This design comes from an exercise in tuning for small area and a short achievable clock period on the open sky130 flow, not from production work. At most, simulation tests tie the RTL to the original design; equivalence was not proved. Power figures rest on the tool's default switching activity, not on a simulated workload.

## primitive_group_builder
module primitive_group_builder (
    input  logic        i_clk,
    input  logic        i_rst_n,
    input  logic        i_valid,
    output logic        o_stall,
    input  logic [31:0] i_vertex_a,
    input  logic [31:0] i_vertex_b,
    input  logic [31:0] i_vertex_c,
    input  logic [15:0] i_material,
    input  logic        i_last_triangle,
    output logic        o_valid,
    input  logic        i_stall,
    output logic [31:0] o_group_start_index,
    output logic [31:0] o_group_start_vertex,
    output logic [31:0] o_group_vertex_span,
    output logic [31:0] o_group_triangles,
    output logic [31:0] o_group_number,
    output logic        o_final_record,
    output logic        o_wide_indices,
    output logic [31:0] o_largest_index,
    output logic [31:0] o_index_total
);
Size in the first run: ~6000 cells after synthesis, about 350 I/O pins, about 59000 um2 of cells after synthesis.
==> flow/config.mk <==
export PLATFORM = sky130hd
export DESIGN_NAME = primitive_group_builder
export DESIGN_NICKNAME = primitive_group_builder
export VERILOG_FILES = /design/flow/design.v
export SDC_FILE = /design/flow/constraint.sdc
export NUM_CORES = 4
export LEC_CHECK = 0
export CAP_MARGIN = 20
export CORE_MARGIN = 2
export CORE_UTILIZATION = 50
export CTS_CLUSTER_DIAMETER = 100
export CTS_CLUSTER_SIZE = 20
export SLEW_MARGIN = 20
==> flow/constraint.sdc <==
create_clock -name core_clock -period 12.5 [get_ports {i_clk}]
set_input_delay 2.5000 -clock core_clock [delete_from_list [all_inputs] [get_ports {i_clk}]]
set_output_delay 2.5000 -clock core_clock [all_outputs]
set_load 0.01 [all_outputs]
standard.sh (not shown) runs the stock make flow with config.mk's settings and CLKGATE_MAP_FILE= SYNTH_SCRIPT=/design/flow/synth_recipe.tcl, a recipe that flattens the netlist after the stock synthesis.
==> flow/flow/run.sh <==
#!/bin/bash
# The standard layout (the standard.sh, synthesis included, unchanged)
# with two changes to how the layout is optimised:
#  - the port buffers are buf_2 cells instead of the delay buffers that
#    buffer_ports picks by default;
#  - repair_timing aims for a setup slack of SETUP_SLACK_MARGIN ns.
# The clock period and constraints are the standard flow's.
set -euo pipefail
export BUFFER_PORTS_ARGS="-buffer_cell sky130_fd_sc_hd__buf_2"
export SETUP_SLACK_MARGIN=7
bash standard.sh > standard_flow.log 2>&1
The baseline completed with no timing, DRC or antenna violations.
Next try:
--- a/flow/config.mk
+++ b/flow/config.mk
@@ -11,2 +10,0 @@
-export CTS_CLUSTER_DIAMETER = 100
-export CTS_CLUSTER_SIZE = 20
Result:
- setup slack is worse by 0.030 ns
- global-route usage goes up by 0.22 points
- power went up by 13%
- routed wire length rose by 0.45%
- flip-flop and latch count stays the same
- cell area grows by 2.6%
Next try:
--- a/flow/flow/run.sh
+++ b/flow/flow/run.sh
@@ -4 +4 @@
-#  - the port buffers are buf_2 cells instead of the delay buffers that
+#  - the port buffers are buf_4 cells instead of the delay buffers that
@@ -9 +9 @@
-export BUFFER_PORTS_ARGS="-buffer_cell sky130_fd_sc_hd__buf_2"
+export BUFFER_PORTS_ARGS="-buffer_cell sky130_fd_sc_hd__buf_4"
Result:
- final area goes up by 0.80%
- non-clock buffer count goes down by 17
- final cell count goes down by 0.35%
- wire length goes down by 2.0%
- count of clock-buffer cells in the layout goes down by 16
- setup slack gets worse by 0.046 ns

Another version of the RTL of primitive_group_builder (not shown whole).
For scale: roughly 5300 cells after synthesis, about 350 I/O pins.
make LEC_CHECK=0 CAP_MARGIN=20 CORE_MARGIN=2 CORE_UTILIZATION=40 SLEW_MARGIN=20 finish   # period 12.5 ns
run.sh (not shown) runs the stock make flow with config.mk's settings and CLKGATE_MAP_FILE= SYNTH_SCRIPT=/design/flow/synth_recipe.tcl, a recipe that flattens the netlist after the stock synthesis.
Stock flow here: none of the scripts above is used.
==> next run, changes <==
--- a/flow/config.mk
+++ b/flow/config.mk
@@ -8,4 +8,5 @@
 export CAP_MARGIN = 20
 export CORE_MARGIN = 2
-export CORE_UTILIZATION = 40
+export CORE_UTILIZATION = 60
+export SETUP_SLACK_MARGIN = 5
 export SLEW_MARGIN = 20
What happened:
- The changed run finished with timing, DRC and antenna clean
- synthesized area does not change
- clock-buffer cell count came out lower by 28
- global-route usage came out higher by 11 points
- setup slack gains 0.83 ns
- die area came out lower by 33%
- combinational power came out higher by about 2%
- non-clock buffer count came out higher by 12
- sequential share of layout area came out higher by 0.29 points
- core utilization came out higher by 22 points
Function was not checked in any run of this note: the RTL went through the layout flow alone.

== the previous run ==
Another version of the RTL of primitive_group_builder (not shown whole).
For scale: roughly 350 I/O pins.
==> flow/config.mk <==
export PLATFORM = sky130hd
export DESIGN_NAME = primitive_group_builder
export DESIGN_NICKNAME = primitive_group_builder
export VERILOG_FILES = /design/flow/design.v
export SDC_FILE = /design/flow/constraint.sdc
export NUM_CORES = 4
export LEC_CHECK = 0
export CAP_MARGIN = 20
export CORE_MARGIN = 2
export CORE_UTILIZATION = 50
export CTS_CLUSTER_DIAMETER = 100
export CTS_CLUSTER_SIZE = 20
export SLEW_MARGIN = 20
==> flow/constraint.sdc <==
create_clock -name core_clock -period 12.5 [get_ports {i_clk}]
set_input_delay 2.5000 -clock core_clock [delete_from_list [all_inputs] [get_ports {i_clk}]]
set_output_delay 2.5000 -clock core_clock [all_outputs]
set_load 0.01 [all_outputs]
standard.sh (not shown) runs the stock make flow with config.mk's settings and CLKGATE_MAP_FILE= SYNTH_SCRIPT=/design/flow/synth_recipe.tcl, a recipe that flattens the netlist after the stock synthesis.
==> flow/flow/run.sh <==
#!/bin/bash
# The standard layout (the standard.sh, synthesis included, unchanged)
# with two changes to how the layout is optimised:
#  - the port buffers are buf_2 cells instead of the delay buffers that
#    buffer_ports picks by default;
#  - repair_timing aims for a setup slack of SETUP_SLACK_MARGIN ns.
# The clock period and constraints are the standard flow's.
set -euo pipefail
export BUFFER_PORTS_ARGS="-buffer_cell sky130_fd_sc_hd__buf_2"
export SETUP_SLACK_MARGIN=7
bash standard.sh > standard_flow.log 2>&1
Every stage of the flow completed for the previous run, and the final layout passed the timing, DRC and antenna checks.
The inputs of the current run differ from those of the previous run as listed below.
Settings: clearing CTS_CLUSTER_SIZE, which used to be 20; clearing CTS_CLUSTER_DIAMETER, which used to be 100.
==> flow/flow/run.sh <==
#!/bin/bash
# The standard layout (the standard.sh, synthesis included, unchanged)
# with two changes to how the layout is optimised:
#  - the port buffers are buf_4 cells instead of the delay buffers that
#    buffer_ports picks by default;
#  - repair_timing aims for a setup slack of SETUP_SLACK_MARGIN ns.
# The clock period and constraints are the standard flow's.
set -euo pipefail
export BUFFER_PORTS_ARGS="-buffer_cell sky130_fd_sc_hd__buf_4"
export SETUP_SLACK_MARGIN=7
bash standard.sh > standard_flow.log 2>&1
Notes after the runs:
In the current run, the final-layout clock buffer total came out 48 above the value in the previous run. Clock period minus worst slack: the current run lower than the previous run. Between the current run and the previous run, it is the current run whose cell count is higher, by 108.

port drivers added, routing unchanged:
No port has a modelled driver above. Below, the same layouts with a new extraction and two added sets of constraints.
Step 1 assumes that a clkbuf_16 drives the clock port and a buf_2 every other input.
Step 2 also shifts input and output timing later by t, the mid clock arrival at the registers, as if the neighbouring blocks saw the same clock.
Slacks: ideal / step 1 / step 2; pairs: ideal / step 1.
run	t (ns)	setup slack, ns	hold WS [ns]	latest minus earliest clock arrival (ns)
the first run of note 1	0.761	6.143 / 6.068 / 6.171	0.469 / 0.469 / 0.469	0.042 / 0.042
the second run of note 1	0.778	6.112 / 6.043 / 6.220	0.465 / 0.465 / 0.465	0.032 / 0.033
the third run of note 1	0.777	6.066 / 5.984 / 6.123	0.463 / 0.463 / 0.463	0.042 / 0.042
the first run of note 2	0.754	3.937 / 3.982 / 3.228	0.463 / 0.463 / 0.463	0.059 / 0.059
the second run of note 2	0.755	4.765 / 4.819 / 4.064	0.464 / 0.464 / 0.464	0.049 / 0.048
the previous run	0.780	5.975 / 5.896 / 6.120	0.466 / 0.466 / 0.466	0.032 / 0.032
the current run	0.780	6.099 / 6.023 / 5.918	0.464 / 0.464 / 0.464	0.065 / 0.065
After both steps setup and hold are still met in every run listed. The setup slack of the first run of note 2, which loses most, moves by +0.045 ns with the drivers and by -0.709 ns with both steps.
